This is an optimization exercise on Yosys and OpenROAD, whose aim is small area, a short achievable clock period and few clock cycles per item, not a production implementation.
Function was checked by simulation only, so behaviour that the tests miss may differ from the original.
Power and IR drop assume default switching activity.

## design.v

```verilog
package tsm_pkg;
    localparam logic [1:0] OP_CREATE = 2'd0;
    localparam logic [1:0] OP_RESUME = 2'd1;
    localparam logic [1:0] OP_YIELD  = 2'd2;
    localparam logic [1:0] OP_DONE   = 2'd3;
    localparam logic [1:0] RC_OK            = 2'd0;
    localparam logic [1:0] RC_NO_ROUTINE    = 2'd1;
    localparam logic [1:0] RC_FULL          = 2'd2;
    localparam logic [1:0] RC_NOT_RESUMABLE = 2'd3;
    localparam logic [1:0] ST_RUNNING = 2'd0;
    localparam logic [1:0] ST_SUSPEND = 2'd1;
    localparam logic [1:0] ST_DONE    = 2'd2;
    typedef struct packed {
        logic [1:0] opcode;
        logic [5:0] slot_index;
        logic       has_routine;
    } tsm_req_t;
    typedef struct packed {
        logic [1:0] result_code;
        logic [5:0] slot_out;
        logic       current_valid;
        logic [5:0] current_slot;
        logic [6:0] unfinished_count;
        logic       all_done;
    } tsm_rsp_t;
    typedef struct packed {
        logic load;
        logic rd;
        logic exec;
        logic swap;
    } tsm_cmd_t;
    typedef struct packed {
        logic two_write;
    } tsm_sts_t;
endpackage
module tsm_ctrl (
    input  logic              clk,
    input  logic              rst_n,
    input  logic              start,
    output logic              busy,
    input  tsm_pkg::tsm_sts_t sts,
    output tsm_pkg::tsm_cmd_t cmd
);
    localparam logic [1:0] S_IDLE = 2'd0;
    localparam logic [1:0] S_READ = 2'd1;
    localparam logic [1:0] S_EXEC = 2'd2;
    localparam logic [1:0] S_SWAP = 2'd3;
    logic [1:0] state_reg;
    logic [1:0] state_next;
    always_comb
    begin
        state_next = state_reg;
        unique case (state_reg)
            S_IDLE:
            begin
                if (start)
                begin
                    state_next = S_READ;
                end
            end
            S_READ:
            begin
                state_next = S_EXEC;
            end
            S_EXEC:
            begin
                state_next = sts.two_write ? S_SWAP : S_IDLE;
            end
            S_SWAP:
            begin
                state_next = S_IDLE;
            end
            default:
            begin
                state_next = S_IDLE;
            end
        endcase
    end
    always_ff @(posedge clk or negedge rst_n)
    begin
        if (!rst_n)
        begin
            state_reg <= S_IDLE;
        end
        else
        begin
            state_reg <= state_next;
        end
    end
    assign busy     = (state_reg != S_IDLE);
    assign cmd.load = start && (state_reg == S_IDLE);
    assign cmd.rd   = (state_reg == S_READ);
    assign cmd.exec = (state_reg == S_EXEC);
    assign cmd.swap = (state_reg == S_SWAP);
endmodule
module tsm_datapath #(
    parameter int SLOTS = 64
) (
    input  logic              clk,
    input  logic              rst_n,
    input  tsm_pkg::tsm_req_t request,
    input  tsm_pkg::tsm_cmd_t cmd,
    output tsm_pkg::tsm_sts_t sts,
    output tsm_pkg::tsm_rsp_t result,
    output logic              result_valid
);
    localparam int IW = (SLOTS > 1) ? $clog2(SLOTS) : 1;
    localparam int CW = $clog2(SLOTS + 1);
    logic [1:0] op_reg;
    logic [5:0] idx_reg;
    logic       hr_reg;
    logic [1:0]  st_mem [SLOTS];
    logic [IW:0] ln_mem [SLOTS];
    logic [1:0]  st_rd_reg;
    logic [IW:0] ln_rd_reg;
    logic          fv_reg, fv_next;
    logic [IW-1:0] fh_reg, fh_next;
    logic          rv_reg, rv_next;
    logic [IW-1:0] rs_reg, rs_next;
    logic [IW-1:0] old_reg, old_next;
    logic [CW-1:0] used_reg, used_next;
    logic [CW-1:0] live_reg, live_next;
    tsm_pkg::tsm_rsp_t res_reg, res_next;
    logic     res_valid_reg, res_valid_next;
    logic [CW+5:0] idx_w;
    logic [IW-1:0] idx_addr;
    logic [IW-1:0] rd_addr;
    logic          idx_in_range;
    logic          st_we;
    logic [IW-1:0] st_wa;
    logic [1:0]    st_wd;
    logic          ln_we;
    logic [IW-1:0] ln_wa;
    logic [IW:0]   ln_wd;
    logic [1:0]    code;
    logic          alloc_ok;
    logic [IW-1:0] alloc_slot;
    logic          two_write;
    logic [IW+5:0] alloc_ext;
    logic [IW+5:0] run_ext;
    logic [CW+6:0] live_ext;
    assign idx_w        = {{CW{1'b0}}, idx_reg};
    assign idx_addr     = idx_w[IW-1:0];
    assign idx_in_range = (idx_w < {6'b0, used_reg});
    assign rd_addr      = (op_reg == tsm_pkg::OP_CREATE) ? fh_reg : idx_addr;
    always_ff @(posedge clk)
    begin
        if (cmd.load)
        begin
            op_reg  <= request.opcode;
            idx_reg <= request.slot_index;
            hr_reg  <= request.has_routine;
        end
    end
    always_ff @(posedge clk)
    begin
        if (st_we)
        begin
            st_mem[st_wa] <= st_wd;
        end
        if (ln_we)
        begin
            ln_mem[ln_wa] <= ln_wd;
        end
    end
    always_ff @(posedge clk)
    begin
        if (cmd.rd)
        begin
            st_rd_reg <= st_mem[rd_addr];
            ln_rd_reg <= ln_mem[rd_addr];
        end
    end
    always_comb
    begin
        fv_next    = fv_reg;
        fh_next    = fh_reg;
        rv_next    = rv_reg;
        rs_next    = rs_reg;
        old_next   = old_reg;
        used_next  = used_reg;
        live_next  = live_reg;
        code       = tsm_pkg::RC_OK;
        alloc_ok   = 1'b0;
        alloc_slot = fh_reg;
        two_write  = 1'b0;
        st_we      = 1'b0;
        st_wa      = rs_reg;
        st_wd      = tsm_pkg::ST_SUSPEND;
        ln_we      = 1'b0;
        ln_wa      = rs_reg;
        ln_wd      = {fv_reg, fh_reg};
        if (cmd.exec)
        begin
            unique case (op_reg)
                tsm_pkg::OP_CREATE:
                begin
                    if (!hr_reg)
                    begin
                        code = tsm_pkg::RC_NO_ROUTINE;
                    end
                    else if (fv_reg)
                    begin
                        alloc_ok   = 1'b1;
                        alloc_slot = fh_reg;
                        fv_next    = ln_rd_reg[IW];
                        fh_next    = ln_rd_reg[IW-1:0];
                    end
                    else if (used_reg < CW'(SLOTS))
                    begin
                        alloc_ok   = 1'b1;
                        alloc_slot = used_reg[IW-1:0];
                        used_next  = used_reg + CW'(1);
                    end
                    else
                    begin
                        code = tsm_pkg::RC_FULL;
                    end
                    if (alloc_ok)
                    begin
                        st_we     = 1'b1;
                        st_wa     = alloc_slot;
                        st_wd     = tsm_pkg::ST_SUSPEND;
                        ln_we     = 1'b1;
                        ln_wa     = alloc_slot;
                        ln_wd     = '0;
                        live_next = live_reg + CW'(1);
                    end
                end
                tsm_pkg::OP_RESUME:
                begin
                    if (!idx_in_range || (st_rd_reg != tsm_pkg::ST_SUSPEND))
                    begin
                        code = tsm_pkg::RC_NOT_RESUMABLE;
                    end
                    else
                    begin
                        st_we     = 1'b1;
                        st_wa     = idx_addr;
                        st_wd     = tsm_pkg::ST_RUNNING;
                        two_write = rv_reg;
                        old_next  = rs_reg;
                        rv_next   = 1'b1;
                        rs_next   = idx_addr;
                    end
                end
                tsm_pkg::OP_YIELD:
                begin
                    st_we   = rv_reg;
                    st_wa   = rs_reg;
                    st_wd   = tsm_pkg::ST_SUSPEND;
                    rv_next = 1'b0;
                    rs_next = '0;
                end
                tsm_pkg::OP_DONE:
                begin
                    if (rv_reg)
                    begin
                        st_we   = 1'b1;
                        st_wa   = rs_reg;
                        st_wd   = tsm_pkg::ST_DONE;
                        ln_we   = 1'b1;
                        ln_wa   = rs_reg;
                        ln_wd   = {fv_reg, fh_reg};
                        fv_next = 1'b1;
                        fh_next = rs_reg;
                        if (live_reg != '0)
                        begin
                            live_next = live_reg - CW'(1);
                        end
                        rv_next = 1'b0;
                        rs_next = '0;
                    end
                end
                default:
                begin
                end
            endcase
        end
        if (cmd.swap)
        begin
            st_we = 1'b1;
            st_wa = old_reg;
            st_wd = tsm_pkg::ST_SUSPEND;
        end
    end
    assign alloc_ext = {6'b0, alloc_slot};
    assign run_ext   = {6'b0, rs_next};
    assign live_ext  = {7'b0, live_next};
    always_comb
    begin
        res_next                  = res_reg;
        res_next.result_code      = code;
        res_next.slot_out         = alloc_ok ? alloc_ext[5:0] : 6'd0;
        res_next.current_valid    = rv_next;
        res_next.current_slot     = rv_next ? run_ext[5:0] : 6'd0;
        res_next.unfinished_count = live_ext[6:0];
        res_next.all_done         = (live_next == '0);
    end
    assign res_valid_next = (cmd.exec && !two_write) || cmd.swap;
    always_ff @(posedge clk)
    begin
        if (cmd.exec)
        begin
            res_reg <= res_next;
            old_reg <= old_next;
        end
    end
    always_ff @(posedge clk or negedge rst_n)
    begin
        if (!rst_n)
        begin
            fv_reg        <= 1'b0;
            fh_reg        <= '0;
            rv_reg        <= 1'b0;
            rs_reg        <= '0;
            used_reg      <= '0;
            live_reg      <= '0;
            res_valid_reg <= 1'b0;
        end
        else
        begin
            fv_reg        <= fv_next;
            fh_reg        <= fh_next;
            rv_reg        <= rv_next;
            rs_reg        <= rs_next;
            used_reg      <= used_next;
            live_reg      <= live_next;
            res_valid_reg <= res_valid_next;
        end
    end
    assign sts.two_write = two_write;
    assign result        = res_reg;
    assign result_valid  = res_valid_reg;
endmodule
module thread_slot_manager #(
    parameter int SLOTS = 64
) (
    input  logic              clk,
    input  logic              rst_n,
    input  logic              start,
    output logic              busy,
    input  logic [8:0]        request,
    output logic              result_valid,
    output logic [22:0]       result
);
    tsm_pkg::tsm_cmd_t cmd;
    tsm_pkg::tsm_sts_t sts;
    tsm_pkg::tsm_req_t request_s;
    tsm_pkg::tsm_rsp_t result_s;
    assign request_s = request;
    assign result    = result_s;
    tsm_ctrl u_ctrl (
        .clk   (clk),
        .rst_n (rst_n),
        .start (start),
        .busy  (busy),
        .sts   (sts),
        .cmd   (cmd)
    );
    tsm_datapath #(
        .SLOTS (SLOTS)
    ) u_datapath (
        .clk          (clk),
        .rst_n        (rst_n),
        .request      (request_s),
        .cmd          (cmd),
        .sts          (sts),
        .result       (result_s),
        .result_valid (result_valid)
    );
endmodule
```

## run.sh

```bash
#!/bin/bash
# synth_recipe.tcl (not shown) runs the flow's synth.tcl, then flattens the netlist and writes it again
# the make line also repeats each setting of config.mk as NAME=value (left out here)
make -C /OpenROAD-flow-scripts/flow DESIGN_CONFIG=/design/flow/config.mk WORK_HOME=/design/flow/orfs CLKGATE_MAP_FILE= SYNTH_SCRIPT=/design/flow/synth_recipe.tcl finish
```

## config.mk

```make
export PLATFORM = sky130hd
export DESIGN_NAME = thread_slot_manager
export DESIGN_NICKNAME = thread_slot_manager
export VERILOG_FILES = /design/flow/design.v
export SDC_FILE = /design/flow/constraint.sdc
export NUM_CORES = 4
export LEC_CHECK = 0
export CAP_MARGIN = 20
export CORE_MARGIN = 2
export CORE_UTILIZATION = 40
export SLEW_MARGIN = 20
```

## constraint.sdc

```tcl
create_clock -name core_clock -period 5.0 [get_ports {clk}]
set_input_delay 1.0000 -clock core_clock [delete_from_list [all_inputs] [get_ports {clk}]]
set_output_delay 1.0000 -clock core_clock [all_outputs]
set_load 0.01 [all_outputs]
```

==> notes.md <==
-- final cells by class --
class / count / area share
clock buffer: 81 / 0.0577
multi-input combinational: 1089 / 0.233
clock inverter: 40 / 0.0151
inverter: 24 / 0.00292
timing repair buffer: 80 / 0.0246
sequential: 654 / 0.631
tap: 873 / 0.0354
-- metal layers --
layer | wire (µm) | track usage | vias to the layer above | part of all wire
met5 | 13 | 0 | - | 0.00019
met4 | 1920 | 0.0716 | 2 | 0.028
met3 | 5350 | 0.0382 | 112 | 0.079
met2 | 32000 | 0.310 | 733 | 0.47
met1 | 28900 | 0.270 | 8244 | 0.42
li1 | - | - | 7216 | -
-- Yosys cell counts (14+ instances only) --
cell	instances	share of area
sky130_fd_sc_hd__a221oi_1	35	0.011
sky130_fd_sc_hd__a31oi_1	42	0.0097
sky130_fd_sc_hd__buf_2	22	0.0041
sky130_fd_sc_hd__clkbuf_1	71	0.0099
sky130_fd_sc_hd__dfrtp_1	31	0.029
sky130_fd_sc_hd__edfxtp_1	623	0.69
sky130_fd_sc_hd__ha_1	14	0.0065
sky130_fd_sc_hd__inv_1	21	0.0029
sky130_fd_sc_hd__mux2i_1	23	0.0085
sky130_fd_sc_hd__mux4_2	72	0.060
sky130_fd_sc_hd__nand2_1	379	0.053
sky130_fd_sc_hd__nand3_1	115	0.021
sky130_fd_sc_hd__nand4_1	39	0.0090
sky130_fd_sc_hd__nor2_1	133	0.018
sky130_fd_sc_hd__nor3_1	25	0.0046
sky130_fd_sc_hd__o21ai_0	21	0.0039
-- report_power, final --
group	switching, mW	total, mW	internal, mW
registers	0.165	6.66	6.50
logic	1.62	2.33	0.706
clock network	2.14	5.13	2.99
-- metrics by stage --
stage	instance area [µm²]	power, mW	instances	util
finish	30900	14.1	2841	0.461
global placement	28600	9.05	2719	0.426
floorplan	27000	8.10	1866	-
CTS	30900	14.2	2840	0.460
detailed placement	28600	9.09	2719	0.427
global route	30900	14.6	2841	0.461
-- cells in the final DEF, fill, tap and decap left out, types with 35 or more instances in the layout --
| master | Yosys | final |
|---|---|---|
| sky130_fd_sc_hd__nand4_1 | 39 | 39 |
| sky130_fd_sc_hd__nand2_1 | 379 | 378 |
| sky130_fd_sc_hd__edfxtp_1 | 623 | 623 |
| sky130_fd_sc_hd__nand3_1 | 115 | 115 |
| sky130_fd_sc_hd__clkdlybuf4s50_1 | 0 | 36 |
| sky130_fd_sc_hd__a221oi_1 | 35 | 35 |
| sky130_fd_sc_hd__nor2_1 | 133 | 130 |
| sky130_fd_sc_hd__a31oi_1 | 42 | 42 |
| sky130_fd_sc_hd__clkbuf_16 | 0 | 69 |
| sky130_fd_sc_hd__buf_4 | 2 | 39 |
| sky130_fd_sc_hd__mux4_2 | 72 | 72 |
-- how the worst max path moves through the flow --
stage / from / endpoint / slack, ns / cells past startpoint
finish: u_datapath.op_reg[1] / u_datapath.ln_mem[2][4] / 0.62 / 7
global route: u_datapath.op_reg[1] / u_datapath.ln_mem[4][5] / 0.37 / 7
CTS: u_datapath.op_reg[1] / u_datapath.ln_mem[1][4] / 0.72 / 7
detailed placement: u_datapath.op_reg[0] / u_datapath.ln_mem[1][4] / 0.76 / 7
global placement: u_datapath.op_reg[0] / u_datapath.ln_mem[34][1] / 0.83 / 7
floorplan: u_datapath.op_reg[0] / u_datapath.ln_mem[0][2] / 1.70 / 7
-- cells by family after synthesis --
kind of cell	count (synthesis)	share of synthesized area
AO/OA/AOI/OAI	189	0.0524
XOR/XNOR	6	0.00194
adder cells (fa/ha/maj)	14	0.00648
buffers and inverters	123	0.0189
flip-flops	654	0.721
multiplexers	98	0.0698
AND/OR/NAND/NOR	782	0.130
-- worst register-to-register path, stage by stage (launching register included) --
cell	delay, ns
sky130_fd_sc_hd__edfxtp_1	0.44
sky130_fd_sc_hd__inv_1	0.13
sky130_fd_sc_hd__ha_2	0.66
sky130_fd_sc_hd__nand2_1	0.28
sky130_fd_sc_hd__or3_1	0.54
sky130_fd_sc_hd__a21oi_1	0.68
sky130_fd_sc_hd__nand3_1	0.62
sky130_fd_sc_hd__nor2_1	0.68
==> impl_summary.txt <==
----------------------------------------------------
[Hold path]
  Cells on Worst Hold Path ... 1
  Min-Delay Startpoint ... u_datapath.used_reg[5]
  Sink of the worst hold path ... u_datapath.used_reg[5]
  Min-delay worst type ... reg -> reg

[Global route]
  Antenna violations before repair ... 2
  Remaining Overflow, GRT ... 0
  Maximum number of pins on one net before global-route repair ... 82
  Wire length of the first global-routing pass ... 103000 µm
  Vias in the first global route ... 16.3k
  Overall Global Routing Usage ... 0.196

[Synthesis]
  Synthesis warning total ... 2
  Synth async-reset ratio ... 0.0474
  Most common flop cell mapped by yosys ... sky130_fd_sc_hd__edfxtp_1
  Number of nets produced by synthesis ... 1892
  Avg Synthesized Cell Area ... 14.5 µm²
  Post-Syn Area ... 27000 µm²
  Number of synthesized flops with an enable pin ... 623
  Count of cell types in the netlist ... 78
  Syn Inst Count ... 1866
  Register bit count reported by yosys ... 654
  Sequential area share after synthesis ... 0.721

[Timing]
  Transition at the pin with the smallest max-transition slack ... 1.07 ns
  Hold Vio Cnt, Final ... 0
  Fin. max-slew vios ... 0
  Worst Clk Skew ... 0.0386 ns
  Achievable clock frequency ... 229 MHz
  Unrepaired setup endpoints after global routing ... false
  Worst-case setup margin in the final layout ... 0.624 ns
  Final-layout setup total negative slack ... 0 ns
  Endpoints failing setup ... 0
  Post-layout minimum cycle time ... 4.38 ns
  Max_slew headroom ... 0.283
  Smallest hold slack ... 0.507 ns
  Tcrit/Tclk final ... 0.875

[Pwr]
  Static leakage ... 10.2 nW
  Highest ir drop seen on vdd ... 0.238 mV
  Total power per unit cell area ... 457 nW/µm²

[Cells and area]
  Final antenna diode count ... 0
  Proportion of layout cells with a drive suffix above 1 ... 0.133
  NumNets Final ... 1943
  Area growth, synth to finish ... 14.2%
  Area taken by flip-flops and latches ... 19500 µm²
  Multi-input gate area in the final layout ... 7200 µm²
  Number of flip-flops in the largest register ... 448
  Fillers ... 5799

[Clocking]
  Source-to-sink clock delay at the later pin of the worst-skew pair ... 0.64 ns
  TritonCTS buffer count ... 68
  CTS tree ... done
  Clock net sink count ... 654
  Post-CTS Hold Fix Bufs ... 0
  Number of buffers between clock root and the deepest sink ... 3
  Root Buffer ... sky130_fd_sc_hd__clkbuf_16
  Clock-pin transition on the worst setup and hold timing paths ... 0.06 ns
  CTS-repair resized insts ... 0
  Setup Fix Bufs, Post-CTS ... 0
  Total number of H-tree levels ... 3

[Setup path]
  Max stage delay on crit path ... 0.68 ns
  Maximum fanout along the worst path ... 34
  Origin of the critical flop-to-flop path ... u_datapath.op_reg[1]
  Logic depth of the worst register-to-register path ... 7
  Cell-by-cell trace of the critical path ... inv_1 > ha_2 > nand2_1 > or3_1 > a21oi_1 > nand3_1 > nor2_1
  Data arrival time of the critical path ... 4.63 ns
  Standard cell with the maximum stage delay on the critical path ... sky130_fd_sc_hd__a21oi_1
  Crit start category ... register
  Worst path top cell family by delay ... simple AND/OR/NAND/NOR gates
  CP Capture Type ... register
  Worst flop-to-flop path endpoint ... u_datapath.ln_mem[2][4]
  Worst EP required ... 5.26 ns
  Flop-to-flop setup slack ... 0.62 ns
  Class of the most critical setup path ... reg -> reg
  CP Buf/Inv Count ... 1

[Floorplan]
  Boundary Pins ... 37
  Vertical die dimension ... 264 µm
  Die X-Extent ... 264 µm
  Core Box Area ... 67000 µm²
  Effective utilization at floorplan ... 0.403
  Site Rows ... 95
  Die ar. ... 69700 µm²

[Detailed routing]
  Number of vias per cell ... 5.74
  Residual DRC count ... 0
  Average detailed-routed wire length per instance ... 24.0 µm
  Initial DRC Count ... 1887
  ANT nets after route ... 0
  Number of iterations in the first detailed-routing pass ... 6
  Total via count in the routed design ... 16.3k
  Detailed Route WL ... 68100 µm

[Placement]
  Number of input and output port buffers inserted ... 36
  Weighted congestion reported at the end of routability-driven placement ... 0.868
  Estimated wirelength of the detail-placed design ... 42600 µm
  Worst Setup Slack post-DPL ... 0.757 ns

[Outcome]
  Result of the run ... finished clean

[Run]
  Max capacitance violation total ... 0

----------------------------------------------------
Testbench counts, summed over its fixed seeds: cycles 40,622, items 12,800.

-- separate check: timing with driven ports --
No port has a modelled driver above. Below, the same layout with a new extraction and two added sets of constraints.
Step 1 assumes that a clkbuf_16 drives the clock port and a buf_2 every other input.
Step 2 adds t to the input delays and takes it off the output delays; t is the mean of the earliest and latest rising clock arrival at the registers after step 1. Input paths then give back, and output paths get back, about the clock's delay inside the block.
Three values: ideal ports, drivers, drivers and shift; two values: the first two.
t, ns: 0.677
setup WS [ns]: 0.624 / 0.624 / 0.624
worst setup path after step 2: register to register
latest minus earliest clock arrival (ns): 0.039 / 0.039
worst slew at a driven data input, ns: 0.04
After both steps this run still meets setup and hold. For this run, drivers alone change the setup slack by 0.000 ns; drivers and shift together by 0.000 ns.
